This is an optimization exercise on Yosys and OpenROAD, whose aim is small area and a short achievable clock period, not a production implementation. The RTL was checked by simulation tests, not by an equivalence proof against the original design. No activity file was given, so power comes from the tool's default toggle rates.

==> run K: inputs <==
// axi_wdata_trace_capture
module axi_wdata_trace_capture #(
  parameter int unsigned NrChannels = 4,
  parameter int unsigned DataWidth  = 128,
  parameter int unsigned FifoDepth  = 8,
  parameter int unsigned CntWidth   = 16,
  parameter logic [63:0] TrigOn     = TRIG_ON_DEFAULT,
  parameter logic [63:0] TrigOff    = TRIG_OFF_DEFAULT,
  localparam int unsigned StrbW     = DataWidth / 8,
  localparam int unsigned ChanW     = (NrChannels > 1) ? $clog2(NrChannels) : 1
) (
  input  logic                          clk_i,
  input  logic                          rst_i,
  input  logic [63:0]                   trigger_i,
  input  logic                          dump_en_i,
  input  logic [NrChannels*DataWidth-1:0] w_data_i,
  input  logic [NrChannels*StrbW-1:0]   w_strb_i,
  input  logic [NrChannels-1:0]         w_valid_i,
  input  logic [NrChannels-1:0]         w_ready_i,
  output logic                          out_valid_o,
  input  logic                          out_ready_i,
  output logic [ChanW-1:0]              out_chan_o,
  output logic [DataWidth-1:0]          out_data_o,
  output logic [StrbW-1:0]              out_strb_o,
  output logic [1:0]                    state_o,
  output logic                          done_o,
  output logic                          overflow_o,
  output logic [CntWidth-1:0]           beat_cnt_o,
  output logic [CntWidth-1:0]           byte_cnt_o,
  output logic [CntWidth-1:0]           drop_cnt_o
);
clock: 20.0 ns
lec_check: 0
cap_margin: 20
core_margin: 2
core_utilization: 40
place_density: 0.5
slew_margin: 20
standard.sh (not shown) runs the stock make flow with config.mk's settings and CLKGATE_MAP_FILE= SYNTH_SCRIPT=/design/flow/synth_recipe.tcl, a recipe that flattens the netlist after the stock synthesis.
==> flow/flow/run.sh <==
#!/bin/bash
# Layout flow. Synthesis is the standard one with two changes that leave its registers as they
# are: no full-adder cell mapping (ABC maps the strobe popcount from plain gates), and ABC's
# mapping script flow/abc_speed.script (delay-targeted map, then buffering and sizing).
# Floorplan and placement run as standard, with single-size port buffers; clock-tree synthesis
# uses larger sink clusters; the timing repair after clock-tree synthesis and after global
# routing aims for MARGIN ns of extra setup slack. Each make run writes its full output to a log
# of its own here.
set -euo pipefail
MARGIN=14
rm -rf synth_scripts
cp -r "$FLOW_HOME/scripts" synth_scripts
cp flow/abc_speed.script synth_scripts/abc_speed.script
SCRIPTS_DIR="$PWD/synth_scripts" ADDER_MAP_FILE= bash standard.sh synth > make_synth.log 2>&1
BUFFER_PORTS_ARGS="-buffer_cell sky130_fd_sc_hd__buf_1" bash standard.sh floorplan place > make_place.log 2>&1
export CTS_ARGS="-sink_clustering_enable -repair_clock_nets -sink_clustering_size 30 -sink_clustering_max_diameter 80 -dont_use_dummy_load"
SETUP_SLACK_MARGIN=$MARGIN bash standard.sh cts > make_cts.log 2>&1
SETUP_SLACK_MARGIN=$MARGIN bash standard.sh finish > make_finish.log 2>&1
==> flow/flow/abc_speed.script <==
strash
dch
map -D 1500
topo
buffer -p
upsize -D 1500
dnsize -D 1500
==> run X (differences from run K) <==
--- a/flow/design.v
+++ b/flow/design.v
@@ -270,30 +270,28 @@
   output logic                          overflow_o,
   output logic [CntWidth-1:0]           beat_cnt_o,
   output logic [CntWidth-1:0]           byte_cnt_o,
   output logic [CntWidth-1:0]           drop_cnt_o
 );
   localparam int unsigned FifoW = DataWidth + StrbW;
   localparam int unsigned CntW  = $clog2(FifoDepth) + 1;
   localparam int unsigned IncW  = $clog2(NrChannels * StrbW + 1);
-  localparam int unsigned BInW  = ChanW + 1;
   axi_wdata_trace_pkg::trace_state_e state_q, state_d;
   logic clear_cnt;
   logic [NrChannels-1:0] cap, push, pop, drop, nempty, take;
   logic [FifoDepth*FifoW-1:0] slots [NrChannels];
   logic [FifoDepth-1:0]       rsel  [NrChannels];
   logic [CntW-1:0]            count [NrChannels];
   logic [FifoW-1:0]           wbeat [NrChannels];
   logic [NrChannels-1:0] gsel_q, gsel_new, rr_q, rr_x, ne_x, eap, arb;
   logic                  hold, valid_q, valid_next, done_q, fire;
   logic [ChanW-1:0]      chan_q, chan_new;
   logic [FifoW-1:0]      head_q, head_new;
   logic [CntWidth-1:0] beat_q, drop_q;
-  logic [BInW-1:0]     beat_inc, drop_inc;
   logic                overflow_q;
   for (genvar c = 0; c < NrChannels; c++) begin : g_fifo
     assign wbeat[c] = {w_strb_i[c*StrbW +: StrbW], w_data_i[c*DataWidth +: DataWidth]};
     trace_fifo #(
       .Width (FifoW),
       .Depth (FifoDepth)
     ) u_fifo (
       .clk_i   (clk_i),
@@ -304,27 +302,23 @@
       .slots_o (slots[c]),
       .rsel_o  (rsel[c]),
       .count_o (count[c])
     );
   end
   assign fire = valid_q && out_ready_i;
   assign hold = valid_q && !out_ready_i;
   always_comb begin
-    beat_inc = '0;
-    drop_inc = '0;
     for (int c = 0; c < NrChannels; c++) begin
       nempty[c] = |count[c];
       cap[c]    = (state_q == CAPTURE) && dump_en_i && w_valid_i[c] && w_ready_i[c] &&
                   (|w_strb_i[c*StrbW +: StrbW]);
       pop[c]    = out_ready_i && gsel_q[c];
       push[c]   = cap[c] && (!count[c][CntW-1] || pop[c]);
       drop[c]   = cap[c] && count[c][CntW-1] && !pop[c];
-      beat_inc  = beat_inc + BInW'(push[c]);
-      drop_inc  = drop_inc + BInW'(drop[c]);
     end
   end
   always_comb begin
     for (int c = 0; c < NrChannels; c++) begin
       if (valid_q) begin
         ne_x[c] = gsel_q[c] ? (count[c] > CntW'(1)) : nempty[c];
         eap[c]  = gsel_q[c] ? (count[c] == CntW'(1)) : !nempty[c];
       end else begin
@@ -383,26 +377,27 @@
                 (!count[c][CntW-1] || pop[c]);
   end
   trace_byte_sum u_byte_sum (
     .strb_i (w_strb_i),
     .take_i (take),
     .lo_i   (blo_now),
     .sum_o  ({bcy_next, blo_next})
   );
-  function automatic logic [CntWidth-1:0] sat_inc(input logic [CntWidth-1:0] q,
-                                                 input logic [BInW-1:0]     inc);
-    logic [BInW:0]           lo;
-    logic [CntWidth-BInW-1:0] up, up1;
-    lo  = {1'b0, q[BInW-1:0]} + {1'b0, inc};
-    up  = q[CntWidth-1:BInW];
-    up1 = up + 1'b1;
-    if (!lo[BInW])  sat_inc = {up, lo[BInW-1:0]};
-    else if (&up)   sat_inc = '1;
-    else            sat_inc = {up1, lo[BInW-1:0]};
+  function automatic logic [CntWidth-1:0] sat_pick(input logic [CntWidth-1:0]   q,
+                                                  input logic [NrChannels-1:0] ev);
+    logic [NrChannels:0] k;
+    logic [CntWidth:0]   s;
+    k = '0;
+    for (int n = 0; n <= NrChannels; n++) k[n] = ($countones(ev) == n);
+    sat_pick = '0;
+    for (int n = 0; n <= NrChannels; n++) begin
+      s = {1'b0, q} + (CntWidth+1)'(n);
+      sat_pick = sat_pick | ({CntWidth{k[n]}} & (s[CntWidth] ? '1 : s[CntWidth-1:0]));
+    end
   endfunction
   always_comb begin
     state_d   = state_q;
     clear_cnt = 1'b0;
     case (state_q)
       IDLE:    if (trigger_i == TrigOn) state_d = CAPTURE;
       CAPTURE: if (trigger_i == TrigOff) state_d = DRAIN;
       DRAIN:   if (!valid_q) state_d = DONE;
@@ -443,18 +438,18 @@
       drop_q     <= '0;
       bhi_q      <= '0;
       bhi_up_q   <= HiW'(1);
       bcy_q      <= 1'b0;
       bsat_q     <= 1'b0;
       blo_q      <= '0;
       overflow_q <= 1'b0;
     end else begin
-      beat_q     <= sat_inc(beat_q, beat_inc);
-      drop_q     <= sat_inc(drop_q, drop_inc);
+      beat_q     <= sat_pick(beat_q, push);
+      drop_q     <= sat_pick(drop_q, drop);
       bhi_q      <= bhi_now;
       bhi_up_q   <= (&bhi_now) ? '1 : bhi_now + 1'b1;
       bcy_q      <= bcy_next;
       bsat_q     <= bcy_next && (&bhi_now);
       blo_q      <= blo_next;
       overflow_q <= overflow_q | (|drop);
     end
   end
==> flow/flow/run.sh (replaced) <==
#!/bin/bash
# Layout flow. Synthesis is the standard one with two changes that leave its registers as they
# are: no full-adder cell mapping (ABC maps the strobe popcount from plain gates), and ABC's
# mapping script flow/abc_speed.script (delay-targeted map, then buffering and sizing).
# Floorplan and placement run as standard, with single-size port buffers; clock-tree synthesis
# uses larger sink clusters; the timing repair after clock-tree synthesis and after global
# routing aims for MARGIN ns of extra setup slack. Each make run writes its full output to a log
# of its own here.
set -euo pipefail
MARGIN=13.5
rm -rf synth_scripts
cp -r "$FLOW_HOME/scripts" synth_scripts
cp flow/abc_speed.script synth_scripts/abc_speed.script
SCRIPTS_DIR="$PWD/synth_scripts" ADDER_MAP_FILE= bash standard.sh synth > make_synth.log 2>&1
# The capture-control inputs (strobes, handshakes, dump enable, drain ready) are placed as one
# group of pins, so that the strobe popcount and capture logic sit close to them.
CTRL_PINS="w_strb_i[0] w_strb_i[1] w_strb_i[2] w_strb_i[3] w_strb_i[4] w_strb_i[5] w_strb_i[6] w_strb_i[7] w_strb_i[8] w_strb_i[9] w_strb_i[10] w_strb_i[11] w_strb_i[12] w_strb_i[13] w_strb_i[14] w_strb_i[15] w_strb_i[16] w_strb_i[17] w_strb_i[18] w_strb_i[19] w_strb_i[20] w_strb_i[21] w_strb_i[22] w_strb_i[23] w_strb_i[24] w_strb_i[25] w_strb_i[26] w_strb_i[27] w_strb_i[28] w_strb_i[29] w_strb_i[30] w_strb_i[31] w_strb_i[32] w_strb_i[33] w_strb_i[34] w_strb_i[35] w_strb_i[36] w_strb_i[37] w_strb_i[38] w_strb_i[39] w_strb_i[40] w_strb_i[41] w_strb_i[42] w_strb_i[43] w_strb_i[44] w_strb_i[45] w_strb_i[46] w_strb_i[47] w_strb_i[48] w_strb_i[49] w_strb_i[50] w_strb_i[51] w_strb_i[52] w_strb_i[53] w_strb_i[54] w_strb_i[55] w_strb_i[56] w_strb_i[57] w_strb_i[58] w_strb_i[59] w_strb_i[60] w_strb_i[61] w_strb_i[62] w_strb_i[63] w_valid_i[0] w_valid_i[1] w_valid_i[2] w_valid_i[3] w_ready_i[0] w_ready_i[1] w_ready_i[2] w_ready_i[3] dump_en_i out_ready_i"
PLACE_PINS_ARGS="-group_pins {$CTRL_PINS}" BUFFER_PORTS_ARGS="-buffer_cell sky130_fd_sc_hd__buf_1" bash standard.sh floorplan place > make_place.log 2>&1
export CTS_ARGS="-sink_clustering_enable -repair_clock_nets -sink_clustering_size 30 -sink_clustering_max_diameter 80 -dont_use_dummy_load"
SETUP_SLACK_MARGIN=$MARGIN bash standard.sh cts > make_cts.log 2>&1
SETUP_SLACK_MARGIN=$MARGIN bash standard.sh finish > make_finish.log 2>&1
==> run H (differences from run K) <==
--- a/flow/design.v
+++ b/flow/design.v
@@ -270,30 +270,28 @@
   output logic                          overflow_o,
   output logic [CntWidth-1:0]           beat_cnt_o,
   output logic [CntWidth-1:0]           byte_cnt_o,
   output logic [CntWidth-1:0]           drop_cnt_o
 );
   localparam int unsigned FifoW = DataWidth + StrbW;
   localparam int unsigned CntW  = $clog2(FifoDepth) + 1;
   localparam int unsigned IncW  = $clog2(NrChannels * StrbW + 1);
-  localparam int unsigned BInW  = ChanW + 1;
   axi_wdata_trace_pkg::trace_state_e state_q, state_d;
   logic clear_cnt;
   logic [NrChannels-1:0] cap, push, pop, drop, nempty, take;
   logic [FifoDepth*FifoW-1:0] slots [NrChannels];
   logic [FifoDepth-1:0]       rsel  [NrChannels];
   logic [CntW-1:0]            count [NrChannels];
   logic [FifoW-1:0]           wbeat [NrChannels];
   logic [NrChannels-1:0] gsel_q, gsel_new, rr_q, rr_x, ne_x, eap, arb;
   logic                  hold, valid_q, valid_next, done_q, fire;
   logic [ChanW-1:0]      chan_q, chan_new;
   logic [FifoW-1:0]      head_q, head_new;
   logic [CntWidth-1:0] beat_q, drop_q;
-  logic [BInW-1:0]     beat_inc, drop_inc;
   logic                overflow_q;
   for (genvar c = 0; c < NrChannels; c++) begin : g_fifo
     assign wbeat[c] = {w_strb_i[c*StrbW +: StrbW], w_data_i[c*DataWidth +: DataWidth]};
     trace_fifo #(
       .Width (FifoW),
       .Depth (FifoDepth)
     ) u_fifo (
       .clk_i   (clk_i),
@@ -304,27 +302,23 @@
       .slots_o (slots[c]),
       .rsel_o  (rsel[c]),
       .count_o (count[c])
     );
   end
   assign fire = valid_q && out_ready_i;
   assign hold = valid_q && !out_ready_i;
   always_comb begin
-    beat_inc = '0;
-    drop_inc = '0;
     for (int c = 0; c < NrChannels; c++) begin
       nempty[c] = |count[c];
       cap[c]    = (state_q == CAPTURE) && dump_en_i && w_valid_i[c] && w_ready_i[c] &&
                   (|w_strb_i[c*StrbW +: StrbW]);
       pop[c]    = out_ready_i && gsel_q[c];
       push[c]   = cap[c] && (!count[c][CntW-1] || pop[c]);
       drop[c]   = cap[c] && count[c][CntW-1] && !pop[c];
-      beat_inc  = beat_inc + BInW'(push[c]);
-      drop_inc  = drop_inc + BInW'(drop[c]);
     end
   end
   always_comb begin
     for (int c = 0; c < NrChannels; c++) begin
       if (valid_q) begin
         ne_x[c] = gsel_q[c] ? (count[c] > CntW'(1)) : nempty[c];
         eap[c]  = gsel_q[c] ? (count[c] == CntW'(1)) : !nempty[c];
       end else begin
@@ -383,26 +377,27 @@
                 (!count[c][CntW-1] || pop[c]);
   end
   trace_byte_sum u_byte_sum (
     .strb_i (w_strb_i),
     .take_i (take),
     .lo_i   (blo_now),
     .sum_o  ({bcy_next, blo_next})
   );
-  function automatic logic [CntWidth-1:0] sat_inc(input logic [CntWidth-1:0] q,
-                                                 input logic [BInW-1:0]     inc);
-    logic [BInW:0]           lo;
-    logic [CntWidth-BInW-1:0] up, up1;
-    lo  = {1'b0, q[BInW-1:0]} + {1'b0, inc};
-    up  = q[CntWidth-1:BInW];
-    up1 = up + 1'b1;
-    if (!lo[BInW])  sat_inc = {up, lo[BInW-1:0]};
-    else if (&up)   sat_inc = '1;
-    else            sat_inc = {up1, lo[BInW-1:0]};
+  function automatic logic [CntWidth-1:0] sat_pick(input logic [CntWidth-1:0]   q,
+                                                  input logic [NrChannels-1:0] ev);
+    logic [NrChannels:0] k;
+    logic [CntWidth:0]   s;
+    k = '0;
+    for (int n = 0; n <= NrChannels; n++) k[n] = ($countones(ev) == n);
+    sat_pick = '0;
+    for (int n = 0; n <= NrChannels; n++) begin
+      s = {1'b0, q} + (CntWidth+1)'(n);
+      sat_pick = sat_pick | ({CntWidth{k[n]}} & (s[CntWidth] ? '1 : s[CntWidth-1:0]));
+    end
   endfunction
   always_comb begin
     state_d   = state_q;
     clear_cnt = 1'b0;
     case (state_q)
       IDLE:    if (trigger_i == TrigOn) state_d = CAPTURE;
       CAPTURE: if (trigger_i == TrigOff) state_d = DRAIN;
       DRAIN:   if (!valid_q) state_d = DONE;
@@ -443,18 +438,18 @@
       drop_q     <= '0;
       bhi_q      <= '0;
       bhi_up_q   <= HiW'(1);
       bcy_q      <= 1'b0;
       bsat_q     <= 1'b0;
       blo_q      <= '0;
       overflow_q <= 1'b0;
     end else begin
-      beat_q     <= sat_inc(beat_q, beat_inc);
-      drop_q     <= sat_inc(drop_q, drop_inc);
+      beat_q     <= sat_pick(beat_q, push);
+      drop_q     <= sat_pick(drop_q, drop);
       bhi_q      <= bhi_now;
       bhi_up_q   <= (&bhi_now) ? '1 : bhi_now + 1'b1;
       bcy_q      <= bcy_next;
       bsat_q     <= bcy_next && (&bhi_now);
       blo_q      <= blo_next;
       overflow_q <= overflow_q | (|drop);
     end
   end
==> flow/config.mk (replaced) <==
export PLATFORM = sky130hd
export DESIGN_NAME = axi_wdata_trace_capture
export DESIGN_NICKNAME = axi_wdata_trace_capture
export VERILOG_FILES = /design/flow/design.v
export SDC_FILE = /design/flow/constraint.sdc
export NUM_CORES = 4
export LEC_CHECK = 0
export CAP_MARGIN = 20
export CORE_MARGIN = 2
export CORE_UTILIZATION = 50
export PLACE_DENSITY = 0.55
export SLEW_MARGIN = 20
export TNS_END_PERCENT = 10
==> run summary <==
Synthesized cell count is the same in run X and run H.
Sequential power is about the same in run K and run X.
Fmax, lowest first: run X, run H, run K.
Final area: run H is larger than run X (0.82%).
Synthesized area: run K is smaller than run X (about 0.56%).
In flip-flop and latch count, run H and run X do not differ.
The highest global-route usage belongs to run H, the lowest to run K.
Of run K and run X, run X has the higher count of clock-buffer cells in the layout (gap 8).
==> figures <==
| quantity | run X | run H | run K |
|---|---|---|---|
| Run status | finished clean | finished clean | finished clean |
| Vias per std cell | 6.87 | 7.28 | 6.51 |
| Fraction of layout instances using a drive strength above 1 | 10.3% | 13.0% | 13.1% |
| Die area | 468,000 µm² | 375,000 µm² | 465,000 µm² |
| Maximum clock skew at final layout | 0.0931 ns | 0.0954 ns | 0.123 ns |
| Period utilization | 33.4% | 33.4% | 33.2% |
| Clk Latency, worst-skew pair | 1.03 ns | 1.02 ns | 1.03 ns |
| Synthesized-area fraction occupied by and/or/nand/nor cells | 3.33% | 3.33% | 3.36% |
| Top cell type's share of synthesized area | 77.1% | 77.1% | 77.5% |
| Switching part of the total power | 21.4% | 21.0% | 20.8% |
| Worst endpoint data arrival time | 7.51 ns | 7.50 ns | 7.51 ns |
| Hold path startpoint | overflow_q$_SDFF_PP0_ | overflow_q$_SDFF_PP0_ | g_fifo[2].u_fifo.rsel_q[6]$_SDFFE_PP0P_ |
| Final min period | 6.68 ns | 6.68 ns | 6.65 ns |
| Number of distinct library cells after synthesis | 77 | 77 | 75 |
| Critical path's slowest cell | nor2_1 | a41oi_2 | a31oi_4 |
| Via count | 127k | 125k | 120k |
| Transition time at the pin with the least slew margin | 1.33 ns | 1.33 ns | 1.40 ns |
| Largest net degree at the start of global routing | 100 | 108 | 115 |

==> separate check: timing with driven ports <==
The results above use ideal ports. As a check the final layouts listed here were re-extracted and re-timed, cells and wires unchanged.
Step 1 sets driving cells, clkbuf_16 on the clock port and buf_2 on the other inputs (assumed; they add their load-dependent delay and slew).
Step 2 also shifts input and output timing later by t, the mid clock arrival at the registers, as if the neighbouring blocks saw the same clock.
Three values: no drivers, after step 1, after step 2; two values: the first two.
| run | t, ns | setup WS [ns] | hold slack, ns | pins driven straight from the clock port |
|---|---|---|---|---|
| run K | 1.093 | 13.355 / 13.339 / 12.246 | 0.469 / 0.469 / 0.469 | 1 |
| run X | 1.131 | 13.315 / 13.315 / 12.260 | 0.464 / 0.464 / 0.464 | 1 |
| run H | 1.085 | 13.321 / 13.325 / 12.240 | 0.452 / 0.452 / 0.452 | 1 |
After both steps every run listed still meets setup and hold. The setup slack of run K, which loses most, moves by -0.016 ns with the drivers and by -1.109 ns with both steps.
